Background: an optimization exercise with open tools, aiming at a short achievable clock period and few clock cycles. Do not read the settings as production practice.
In this exercise RTL edits were held to simulation tests only and were not proved equivalent to the original.

oak:
## grid_line_path_walker
module grid_line_path_walker #(
   parameter int COORD_BITS = 8
) (
   input  logic                  clock,
   input  logic                  reset,
   input  logic                  req_valid,
   output logic                  req_stall,
   input  logic                  req_command,
   input  logic [COORD_BITS-1:0] req_start_y,
   input  logic [COORD_BITS-1:0] req_start_x,
   input  logic [COORD_BITS-1:0] req_end_y,
   input  logic [COORD_BITS-1:0] req_end_x,
   input  logic                  req_pass_through,
   input  logic                  req_info_mode,
   input  logic                  req_stop_at_occupant,
   input  logic                  req_cell_projectable,
   input  logic                  req_cell_believed_wall,
   input  logic                  req_cell_occupied,
   output logic                  rsp_valid,
   input  logic                  rsp_stall,
   output logic [COORD_BITS-1:0] rsp_grid_y,
   output logic [COORD_BITS-1:0] rsp_grid_x,
   output logic                  rsp_grid_valid,
   output logic                  rsp_path_done,
   output logic [glpw_pkg::LEN_W-1:0] rsp_path_length,
   input  logic                  csr_psel,
   input  logic                  csr_penable,
   input  logic                  csr_pwrite,
   input  logic [glpw_pkg::CSR_ADDR_W-1:0] csr_paddr,
   input  logic [glpw_pkg::CSR_DATA_W-1:0] csr_pwdata,
   output logic [glpw_pkg::CSR_DATA_W-1:0] csr_prdata,
   output logic                  csr_pready
);
Size in the first run: roughly 13000 sq um of cells after synthesis.
==> flow/config.mk <==
export PLATFORM = sky130hd
export DESIGN_NAME = grid_line_path_walker
export DESIGN_NICKNAME = grid_line_path_walker
export VERILOG_FILES = /design/flow/design.v
export SDC_FILE = /design/flow/constraint.sdc
export NUM_CORES = 4
export LEC_CHECK = 0
export CAP_MARGIN = 20
export CORE_MARGIN = 2
export CORE_UTILIZATION = 40
export SLEW_MARGIN = 20
==> flow/constraint.sdc <==
create_clock -name core_clock -period 10.5 [get_ports {clock}]
set_input_delay 2.1000 -clock core_clock [delete_from_list [all_inputs] [get_ports {clock}]]
set_output_delay 2.1000 -clock core_clock [all_outputs]
set_load 0.01 [all_outputs]
standard.sh (not shown) runs the stock make flow with config.mk's settings and CLKGATE_MAP_FILE= SYNTH_SCRIPT=/design/flow/synth_recipe.tcl, a recipe that flattens the netlist after the stock synthesis.
==> flow/flow/run.sh <==
#!/bin/bash
set -euo pipefail
bash standard.sh SETUP_SLACK_MARGIN=6.6 finish > orfs_make.log 2>&1
Testbench counts of oak, summed over its fixed seeds: cycles 46,506.
### oak -> pine
--- a/flow/design.v
+++ b/flow/design.v
@@ -147,38 +147,33 @@
    function automatic logic [2*KW-1:0] csa(input word_type a, input word_type b, input word_type c);
       csa = {((a & b) | (a & c) | (b & c)) << 1, a ^ b ^ c};
    endfunction
    function automatic word_type w(input logic [CB-1:0] v);
       w = word_type'(v);
    endfunction
    function automatic logic [CB-1:0] step_coord(input logic [CB-1:0] v, input logic dn);
       logic [KW:0] r;
       r = ks_add(w(v), dn ? '1 : word_type'(1), 1'b0);
       step_coord = r[CB-1:0];
    endfunction
    logic [LW-1:0] range_limit_ff;
-   logic [LW-1:0] range_limit_n_ff;    
    logic          csr_hit;
    assign csr_hit    = (csr_paddr[AW-1:2] == glpw_pkg::CSR_IDX_RANGE_LIMIT);
    assign csr_pready = 1'b1;
-   logic [LW-1:0] csr_rd;
-   assign csr_rd     = ~({LW{!csr_hit}} | range_limit_n_ff);
-   assign csr_prdata = DW'(csr_rd);
+   assign csr_prdata = csr_hit ? DW'(range_limit_ff) : '0;
    always_ff @(posedge clock) begin
       if (reset) begin
-         range_limit_ff   <= glpw_pkg::RANGE_LIMIT_RESET;
-         range_limit_n_ff <= ~glpw_pkg::RANGE_LIMIT_RESET;
+         range_limit_ff <= glpw_pkg::RANGE_LIMIT_RESET;
       end else if (csr_psel && csr_penable && csr_pwrite && csr_hit) begin
-         range_limit_ff   <= csr_pwdata[LW-1:0];
-         range_limit_n_ff <= ~csr_pwdata[LW-1:0];
+         range_limit_ff <= csr_pwdata[LW-1:0];
       end
    end
    item_type new_item;
    word_type sy, sx, ey, ex, dyp, dyn, dxp, dxn;
    logic     n_ydn, n_xdn, n_near;
    logic [CB-1:0] n_ay, n_ax, n_yp, n_ym, n_xp, n_xm;
    always_comb begin
       sy     = w(req_start_y);
       sx     = w(req_start_x);
       ey     = w(req_end_y);
       ex     = w(req_end_x);
       dyp    = ks_sub(ey, sy);
==> comparison <==
Post-route standard cell area excluding fillers, pine and oak, higher one = oak.
Taking oak as the reference, in pine via count lost 407; adder and majority gate portion of the synthesized area climbed 0.28 points; area added between synthesis and finish lost 1.8 points.
Summary — final critical delay including setup and external delays, pine relative to oak: lower, by 150 ps.
Changes observed in pine relative to oak: number of buffers added on ports closely matched the old numbers; global-route usage about even.
For oak, the critical path class was reg -> out, unlike pine, where it was in -> out.
Testbench counts of pine, summed over its fixed seeds: cycles 46,506.

[static timing again, ports no longer ideal]
In the flow no input, the clock included, has a driving cell. The finished layouts below were timed again as built, in two steps. Step 1 assumes that a clkbuf_16 drives the clock port and a buf_2 every other input. Step 2 moves the port delays by t, midway between the first and last clock arrival at a register: inputs arrive t later, outputs are due t later. That takes back most of the time a late clock gives input paths. Slacks: ideal / step 1 / step 2; pairs: ideal / step 1.
run	t, ns	setup WS [ns]	worst setup path at the end	clock arrival spread, ns
oak	0.474	5.801 / 5.757 / 5.422	input to register	0.019 / 0.019
pine	0.476	5.951 / 5.903 / 5.531	input to register	0.013 / 0.013
After both steps setup and hold are still met in every run listed. For pine, which loses most, drivers alone change the setup slack by -0.048 ns; drivers and shift together by -0.420 ns.
